Background: an optimization exercise with open tools, aiming at small area, a short achievable clock period and few clock cycles per item. Do not read the settings as production practice. The RTL was checked by simulation tests, not by an equivalence proof against the original design. No driver is modelled on the clock port, so clocking that relies on it looks cheaper here than on a real chip. No activity file was given, so power comes from the tool's default toggle rates.

==> flow/design.v <==
`timescale 1ns / 1ps
package wsht_pkg;
  localparam int unsigned ID_W = 5;
  localparam logic OP_LOAD  = 1'b0;
  localparam logic OP_CLICK = 1'b1;
  typedef struct packed {
    logic probe;   
    logic load;    
    logic move;    
  } wsht_ctrl_t;
endpackage
`timescale 1ns / 1ps
module wsht_cell
#(
  parameter int unsigned COORD_BITS = 12
) (
  input  logic                  clk_i,
  input  logic                  we_i,
  input  logic [COORD_BITS-1:0] xl_i,
  input  logic [COORD_BITS-1:0] yl_i,
  input  logic [COORD_BITS-1:0] xh_i,
  input  logic [COORD_BITS-1:0] yh_i,
  input  logic [COORD_BITS-1:0] px_i,
  input  logic [COORD_BITS-1:0] py_i,
  output logic [3:0]            hit_o    
);
  logic [COORD_BITS-1:0] xl_q, yl_q, xh_q, yh_q;
  logic                  ge_xl, le_xh, ge_yl, le_yh;
  wsht_ge #(.W(COORD_BITS)) u_ge_xl (.a_i(px_i), .b_i(xl_q), .ge_o(ge_xl));
  wsht_ge #(.W(COORD_BITS)) u_le_xh (.a_i(xh_q), .b_i(px_i), .ge_o(le_xh));
  wsht_ge #(.W(COORD_BITS)) u_ge_yl (.a_i(py_i), .b_i(yl_q), .ge_o(ge_yl));
  wsht_ge #(.W(COORD_BITS)) u_le_yh (.a_i(yh_q), .b_i(py_i), .ge_o(le_yh));
  assign hit_o = {le_yh, ge_yl, le_xh, ge_xl};
  always_ff @(posedge clk_i) begin
    if (we_i) begin
      xl_q <= xl_i;
      yl_q <= yl_i;
      xh_q <= xh_i;
      yh_q <= yh_i;
    end
  end
endmodule
module wsht_ge
#(
  parameter int unsigned W = 12
) (
  input  logic [W-1:0] a_i,
  input  logic [W-1:0] b_i,
  output logic         ge_o
);
  localparam int unsigned L = (W > 1) ? $clog2(W) : 1;
  logic [W-1:0] gt [L+1];
  logic [W-1:0] gq [L+1];
  assign gt[0] = a_i & ~b_i;
  assign gq[0] = a_i | ~b_i;
  for (genvar l = 0; l < L; l++) begin : g_lvl
    localparam int unsigned N = (W + (1 << l) - 1) >> l;
    for (genvar k = 0; k < W; k++) begin : g_rng
      if (2 * k + 1 < N) begin : g_join
        assign gt[l+1][k] = gt[l][2*k+1] | (gq[l][2*k+1] & gt[l][2*k]);
        assign gq[l+1][k] = gt[l][2*k+1] | (gq[l][2*k+1] & gq[l][2*k]);
      end else if (2 * k < N) begin : g_pass
        assign gt[l+1][k] = gt[l][2*k];
        assign gq[l+1][k] = gq[l][2*k];
      end else begin : g_none
        assign gt[l+1][k] = 1'b0;
        assign gq[l+1][k] = 1'b0;
      end
    end
  end
  assign ge_o = gq[L][0];
endmodule
`timescale 1ns / 1ps
module window_stack_hit_test_move_to_front_top
#(
  parameter int unsigned MAX_WINDOWS = 16,
  parameter int unsigned COORD_BITS  = 12
) (
  input  logic                  clk_i,
  input  logic                  rst_ni,
  input  logic                  in_valid_i,
  output logic                  in_ready_o,
  input  logic                  in_operation_i,
  input  logic [COORD_BITS-1:0] in_x_low_i,
  input  logic [COORD_BITS-1:0] in_y_low_i,
  input  logic [COORD_BITS-1:0] in_x_high_i,
  input  logic [COORD_BITS-1:0] in_y_high_i,
  output logic                  out_valid_o,
  input  logic                  out_ready_i,
  output logic [4:0]            out_window_id_o,
  output logic                  out_ignored_o,
  output logic                  out_store_full_o
);
  localparam int unsigned NW   = MAX_WINDOWS;
  localparam int unsigned ID_W = wsht_pkg::ID_W;
  logic                  busy_q;       
  logic                  ready_q;      
  logic                  out_valid_q;  
  logic                  accept;
  logic [NW-1:0]         used_q;       
  logic [NW-1:0]         free_first;   
  logic [3:0]            hit_b [NW];
  logic                  is_full;
  logic                  is_load;
  assign accept  = in_valid_i && !busy_q;
  logic [NW-1:0] wr_slot_q;
  logic [NW-1:0] used_d;
  logic          busy_d;
  assign is_load = (in_operation_i == wsht_pkg::OP_LOAD);
  assign is_full = used_q[NW-1];
  for (genvar i = 0; i < NW; i++) begin : g_slot
    if (i == 0) begin : g_first
      assign free_first[i] = !used_q[i];
    end else begin : g_rest
      assign free_first[i] = !used_q[i] && used_q[i-1];
    end
    wsht_cell #(
      .COORD_BITS (COORD_BITS)
    ) u_cell (
      .clk_i   (clk_i),
      .we_i    (in_valid_i && is_load && wr_slot_q[i]),
      .xl_i    (in_x_low_i),
      .yl_i    (in_y_low_i),
      .xh_i    (in_x_high_i),
      .yh_i    (in_y_high_i),
      .px_i    (in_x_low_i),
      .py_i    (in_y_low_i),
      .hit_o   (hit_b[i])
    );
  end
  logic [3:0]    hb_q [NW];     
  logic          s2_click_q;    
  logic          s2_load_q;     
  logic          s2_full_q;     
  assign used_d = (accept && is_load) ? {used_q[NW-2:0], 1'b1} : used_q;
  always_ff @(posedge clk_i or negedge rst_ni) begin
    if (!rst_ni) begin
      used_q     <= '0;
      wr_slot_q  <= '0;
      s2_click_q <= 1'b0;
      s2_load_q  <= 1'b0;
      s2_full_q  <= 1'b0;
    end else begin
      s2_click_q <= accept && !is_load;
      s2_load_q  <= accept && is_load && !is_full;
      s2_full_q  <= accept && is_load && is_full;
      used_q     <= used_d;
      for (int i = 0; i < NW; i++) begin
        wr_slot_q[i] <= !busy_d && !used_d[i] && (i == 0 || used_d[(i + NW - 1) % NW]);
      end
    end
  end
  always_ff @(posedge clk_i) begin
    for (int i = 0; i < NW; i++) hb_q[i] <= {hit_b[i][3:1], hit_b[i][0] & used_q[i]};
  end
  logic [NW-1:0] above_q [NW];
  logic [NW-1:0] hit;           
  logic [NW-1:0] newest;        
  logic [NW-1:0] blocked;       
  logic [NW-1:0] top;           
  for (genvar i = 0; i < NW; i++) begin : g_newest
    if (i == NW - 1) begin : g_last
      assign newest[i] = used_q[i];
    end else begin : g_rest
      assign newest[i] = used_q[i] && !used_q[i+1];
    end
  end
  for (genvar i = 0; i < NW; i++) begin : g_hit
    assign hit[i] = &hb_q[i];
  end
  logic [NW-1:0] above_n [NW];
  logic [NW-1:0] top_q;
  for (genvar i = 0; i < NW; i++) begin : g_row
    for (genvar j = 0; j < NW; j++) begin : g_col
      if (j > i) begin : g_pair
        assign above_n[i][j] = top_q[i] | (above_q[i][j] & ~top_q[j]);
        always_ff @(posedge clk_i) begin
          above_q[i][j] <= above_n[i][j];
        end
      end else begin : g_none
        assign above_n[i][j] = 1'b0;
      end
    end
  end
  always_comb begin
    for (int i = 0; i < NW; i++) begin
      blocked[i] = 1'b0;
      for (int j = 0; j < NW; j++) begin
        if (j < i) blocked[i] = blocked[i] | (hit[j] &  above_n[j][i]);
        if (j > i) blocked[i] = blocked[i] | (hit[j] & ~above_n[i][j]);
      end
    end
  end
  assign top = ({NW{s2_click_q}} & hit & ~blocked) | ({NW{s2_load_q}} & newest);
  logic          s3_valid_q;
  logic          s3_ign_q;
  logic          s3_full_q;
  always_ff @(posedge clk_i or negedge rst_ni) begin
    if (!rst_ni) begin
      s3_valid_q <= 1'b0;
    end else begin
      s3_valid_q <= s3_next;
    end
  end
  always_ff @(posedge clk_i) begin
    top_q     <= top;
    s3_ign_q  <= s2_click_q && !(|hit);
    s3_full_q <= s2_full_q;
  end
  logic [ID_W-1:0] res_id;
  always_comb begin
    res_id = '0;
    for (int i = 0; i < NW; i++) begin
      if (top_q[i]) res_id = res_id | ID_W'(i + 1);
    end
  end
  localparam int unsigned QD = 4;
  localparam int unsigned EW = ID_W + 2;
  logic [EW-1:0] q_data [QD];
  logic [QD-1:0] q_valid;
  logic [EW-1:0] sh_data [QD];
  logic [QD-1:0] sh_valid;
  logic [EW-1:0] nx_data [QD];
  logic [QD-1:0] nx_valid;
  logic          pop;
  logic          put;
  assign pop = q_valid[0] && out_ready_i;
  always_comb begin
    for (int k = 0; k < QD; k++) begin
      if (pop) begin
        sh_data[k]  = (k + 1 < QD) ? q_data[(k + 1) % QD] : q_data[k];
        sh_valid[k] = (k + 1 < QD) ? q_valid[(k + 1) % QD] : 1'b0;
      end else begin
        sh_data[k]  = q_data[k];
        sh_valid[k] = q_valid[k];
      end
    end
    put = s3_valid_q;
    for (int k = 0; k < QD; k++) begin
      nx_data[k]  = sh_data[k];
      nx_valid[k] = sh_valid[k];
      if (put && !sh_valid[k]) begin
        nx_data[k]  = {res_id, s3_ign_q, s3_full_q};
        nx_valid[k] = 1'b1;
        put         = 1'b0;
      end
    end
  end
  logic s2_next, s3_next;
  assign s2_next = accept;
  assign s3_next = s2_click_q || s2_load_q || s2_full_q;
  assign busy_d = nx_valid[QD-1]
               || (nx_valid[QD-2] && (s2_next || s3_next))
               || (nx_valid[QD-3] && s2_next && s3_next);
  always_ff @(posedge clk_i or negedge rst_ni) begin
    if (!rst_ni) begin
      q_valid     <= '0;
      busy_q      <= 1'b1;
      ready_q     <= 1'b0;
      out_valid_q <= 1'b0;
    end else begin
      q_valid     <= nx_valid;
      busy_q      <= busy_d;
      ready_q     <= !busy_d;
      out_valid_q <= |nx_valid;
    end
  end
  always_ff @(posedge clk_i) begin
    for (int k = 0; k < QD; k++) q_data[k] <= nx_data[k];
  end
  assign in_ready_o       = ready_q;
  assign out_valid_o      = out_valid_q;
  assign out_window_id_o  = q_data[0][EW-1:2];
  assign out_ignored_o    = q_data[0][1];
  assign out_store_full_o = q_data[0][0];
endmodule
Settings: LEC_CHECK=0, CAP_MARGIN=20, CORE_MARGIN=2, CORE_UTILIZATION=40, CTS_CLUSTER_DIAMETER=120, CTS_CLUSTER_SIZE=22, PLACE_DENSITY=0.6, SETUP_SLACK_MARGIN=2.45, SLEW_MARGIN=20; clock period 4.5 ns.
standard.sh (not shown) runs the stock make flow with config.mk's settings and CLKGATE_MAP_FILE= SYNTH_SCRIPT=/design/flow/synth_recipe.tcl, a recipe that flattens the netlist after the stock synthesis.
==> flow/flow/run.sh <==
#!/bin/bash
# Standard layout (the standard.sh, standard synthesis unchanged) with
# resizer options changed: repair may swap a cell for any footprint, the
# port buffers are plain buffers instead of delay cells, and after CTS the
# setup repair runs a few more passes (flow/post_cts.tcl).
set -uo pipefail
bash standard.sh MATCH_CELL_FOOTPRINT=0 \
  "BUFFER_PORTS_ARGS=-buffer_cell sky130_fd_sc_hd__buf_4" \
  "POST_CTS_TCL=$PWD/flow/post_cts.tcl" \
  finish > standard.log 2>&1
==> flow/flow/post_cts.tcl <==
# Extra setup repair passes after CTS: the single pass in cts.tcl stops
# early, well short of the setup margin. Placement is legalized afterwards.
estimate_parasitics -placement
for {set pass 0} {$pass < 3} {incr pass} {
  repair_timing -setup -setup_margin $::env(SETUP_SLACK_MARGIN) \
    -repair_tns 100 -verbose
}
detailed_placement
check_placement -verbose
estimate_parasitics -placement
report_worst_slack -max
Testbench counts at the start, summed over its fixed seeds: cycles 4,832, items 4,800.
Rerun with:
--- a/flow/design.v
+++ b/flow/design.v
@@ -92,12 +92,10 @@
   output logic                  out_store_full_o
 );
   localparam int unsigned NW   = MAX_WINDOWS;
   localparam int unsigned ID_W = wsht_pkg::ID_W;
   logic                  busy_q;       
-  logic                  ready_q;      
-  logic                  out_valid_q;  
   logic                  accept;
   logic [NW-1:0]         used_q;       
   logic [NW-1:0]         free_first;   
   logic [3:0]            hit_b [NW];
   logic                  is_full;
@@ -134,11 +132,11 @@
   logic          s2_full_q;     
   assign used_d = (accept && is_load) ? {used_q[NW-2:0], 1'b1} : used_q;
   always_ff @(posedge clk_i or negedge rst_ni) begin
     if (!rst_ni) begin
       used_q     <= '0;
-      wr_slot_q  <= '0;
+      wr_slot_q  <= NW'(1);
       s2_click_q <= 1'b0;
       s2_load_q  <= 1'b0;
       s2_full_q  <= 1'b0;
     end else begin
       s2_click_q <= accept && !is_load;
@@ -252,25 +250,21 @@
   assign busy_d = nx_valid[QD-1]
                || (nx_valid[QD-2] && (s2_next || s3_next))
                || (nx_valid[QD-3] && s2_next && s3_next);
   always_ff @(posedge clk_i or negedge rst_ni) begin
     if (!rst_ni) begin
-      q_valid     <= '0;
-      busy_q      <= 1'b1;
-      ready_q     <= 1'b0;
-      out_valid_q <= 1'b0;
+      q_valid <= '0;
+      busy_q  <= 1'b0;
     end else begin
-      q_valid     <= nx_valid;
-      busy_q      <= busy_d;
-      ready_q     <= !busy_d;
-      out_valid_q <= |nx_valid;
+      q_valid <= nx_valid;
+      busy_q  <= busy_d;
     end
   end
   always_ff @(posedge clk_i) begin
     for (int k = 0; k < QD; k++) q_data[k] <= nx_data[k];
   end
-  assign in_ready_o       = ready_q;
-  assign out_valid_o      = out_valid_q;
+  assign in_ready_o       = !busy_q;
+  assign out_valid_o      = q_valid[0];
   assign out_window_id_o  = q_data[0][EW-1:2];
   assign out_ignored_o    = q_data[0][1];
   assign out_store_full_o = q_data[0][0];
 endmodule
Area after synthesis stays flat.
Clock skew climbs by 0.010 ns.
Flip-flop and latch count drops by 2.
Setup slack loses 0.022 ns.
Register-to-register slack loses 0.04 ns.
Critical path depth climbs by 1.
Non-clock buffer count drops by 21.
Final area drops by 0.50%.
Sequential power stays flat.
Testbench counts after the change, summed over its fixed seeds: cycles 4,824, items 4,800.


08-02:
window_stack_hit_test_move_to_front_top, a different RTL version from the one above (not shown whole).
Size: roughly 950 flip-flops, about 62 I/O pins.
==> module wsht_cell, before the edit <==
module wsht_cell
#(
  parameter int unsigned COORD_BITS = 12
) (
  input  logic                  clk_i,
  input  logic                  we_i,
  input  logic [COORD_BITS-1:0] xl_i,
  input  logic [COORD_BITS-1:0] yl_i,
  input  logic [COORD_BITS-1:0] xh_i,
  input  logic [COORD_BITS-1:0] yh_i,
  input  logic [COORD_BITS-1:0] px_i,
  input  logic [COORD_BITS-1:0] py_i,
  output logic                  hit_o
);
  logic [COORD_BITS-1:0] xl_q, yl_q, xh_q, yh_q;
  function automatic logic ge(input logic [COORD_BITS-1:0] a,
                              input logic [COORD_BITS-1:0] b);
    logic r;
    r = 1'b1;
    for (int i = 0; i < COORD_BITS; i++) begin
      r = (a[i] & ~b[i]) | ((a[i] | ~b[i]) & r);
    end
    ge = r;
  endfunction
  assign hit_o = ge(px_i, xl_q) && ge(xh_q, px_i)
              && ge(py_i, yl_q) && ge(yh_q, py_i);
  always_ff @(posedge clk_i) begin
    if (we_i) begin
      xl_q <= xl_i;
      yl_q <= yl_i;
      xh_q <= xh_i;
      yh_q <= yh_i;
    end
  end
endmodule
clock: 4.5 ns
lec_check: 0
abc_clock_period_in_ps: 2200
cap_margin: 20
core_margin: 2
core_utilization: 40
place_density: 0.6
setup_slack_margin: 2.3
slew_margin: 20
run.sh (not shown) runs the stock make flow with config.mk's settings and CLKGATE_MAP_FILE= SYNTH_SCRIPT=/design/flow/synth_recipe.tcl, a recipe that flattens the netlist after the stock synthesis.
Stock flow here: none of the scripts above is used.
Testbench counts of 08-02, summed over its fixed seeds: cycles 4,816, items 4,800.
[inputs] 08-15 vs 08-02
-- flow/design.v --
<<< 08-02, line 26
);
  logic [COORD_BITS-1:0] xl_q, yl_q, xh_q, yh_q;
  function automatic logic ge(input logic [COORD_BITS-1:0] a,
                              input logic [COORD_BITS-1:0] b);
    logic r;
    r = 1'b1;
    for (int i = 0; i < COORD_BITS; i++) begin
      r = (a[i] & ~b[i]) | ((a[i] | ~b[i]) & r);
    end
    ge = r;
  endfunction
>>> 08-15, line 26
);
  logic [COORD_BITS-1:0] xl_q, yl_q, xh_q, yh_q;
  localparam int unsigned GRP = 4;
  localparam int unsigned NG  = (COORD_BITS + GRP - 1) / GRP;
  function automatic logic ge(input logic [COORD_BITS-1:0] a,
                              input logic [COORD_BITS-1:0] b);
    logic [NG-1:0] g_gt, g_ge;
    logic          r;
    for (int k = 0; k < NG; k++) begin
      g_gt[k] = 1'b0;
      g_ge[k] = 1'b1;
      for (int i = 0; i < GRP; i++) begin
        if (k * GRP + i < COORD_BITS) begin
          g_gt[k] = (a[k*GRP+i] & ~b[k*GRP+i]) | ((a[k*GRP+i] | ~b[k*GRP+i]) & g_gt[k]);
          g_ge[k] = (a[k*GRP+i] & ~b[k*GRP+i]) | ((a[k*GRP+i] | ~b[k*GRP+i]) & g_ge[k]);
        end
      end
    end
    r = 1'b1;
    for (int k = 0; k < NG; k++) r = g_gt[k] | (g_ge[k] & r);
    ge = r;
  endfunction
==> comparison <==
- Looking at uppermost layer routed, the met4 result is from 08-15; the met5 one comes from 08-02.
- When 08-15 is measured against 08-02, its number of cells on the worst reg-to-reg path turns out 3 lower.
- 08-15 gives more register-to-register slack than 08-02 did.
- Wire length grows by more than 10% when moving from 08-02 to 08-15.
- Sort 08-02 and 08-15 by multi-input gate share of the layout cell area, ascending, and 08-02 comes first.
- Summary — post-synthesis cell area, 08-15 relative to 08-02: higher, by about 3%.
- Relative to 08-02, top fanout value on the critical path increased by 1 in 08-15.
- 08-15: all stages complete, timing, DRC and antenna checks passed
- The lower via count of the first global-routing pass came out of 08-02.
- 08-15 has number of antenna violations at the first check in global routing below what 08-02 had.
- Library cell contributing the largest single delay on the critical path = sky130_fd_sc_hd__a221oi_4: 08-15; library cell contributing the largest single delay on the critical path = sky130_fd_sc_hd__maj3_2: 08-02
- Synthesis-to-layout area growth came out higher on 08-15 than on 08-02.
- From 08-02 to 08-15 the numbers moved as follows: number of buffers and inverters on the critical path saw a decrease, arrival time at the worst endpoint saw a decrease, wire length of the first global-routing pass has increased, minimum clock period after layout has decreased.
Testbench counts of 08-15, summed over its fixed seeds: cycles 4,816, items 4,800.

-- re-timing with driven ports --
The flow's constraints put no driver on any port. The routed layouts listed below were extracted and timed again, unchanged, in two steps. Step 1 (the two cells are an assumption about what drives the block):
set clk [get_ports {clk_i}]
set_driving_cell -lib_cell sky130_fd_sc_hd__clkbuf_16 $clk
set_driving_cell -lib_cell sky130_fd_sc_hd__buf_2 [delete_from_list [all_inputs] $clk]
Step 2 times the ports against the registers' clock, not the clock port: input delays grow and output delays shrink by t, the midpoint of the rising clock arrivals with the driver on. Slacks: ideal / step 1 / step 2; pairs: ideal / step 1.
run	t (ns)	setup slack, ns	hold WS [ns]	slew at the worst register clock pin (ns)
the first run of note 1	0.741	2.386 / 2.315 / 1.752	0.200 / 0.183 / 0.372	0.10 / 0.10
the second run of note 1	0.758	2.364 / 2.299 / 1.710	0.187 / 0.145 / 0.366	0.10 / 0.10
08-02	0.758	1.194 / 1.194 / 0.493	0.508 / 0.466 / 0.524	0.07 / 0.07
08-15	0.752	1.780 / 1.715 / 0.962	0.412 / 0.494 / 0.494	0.07 / 0.07
After both steps every run listed still meets setup and hold. For 08-15, which loses most, drivers alone change the setup slack by -0.065 ns; drivers and shift together by -0.818 ns.
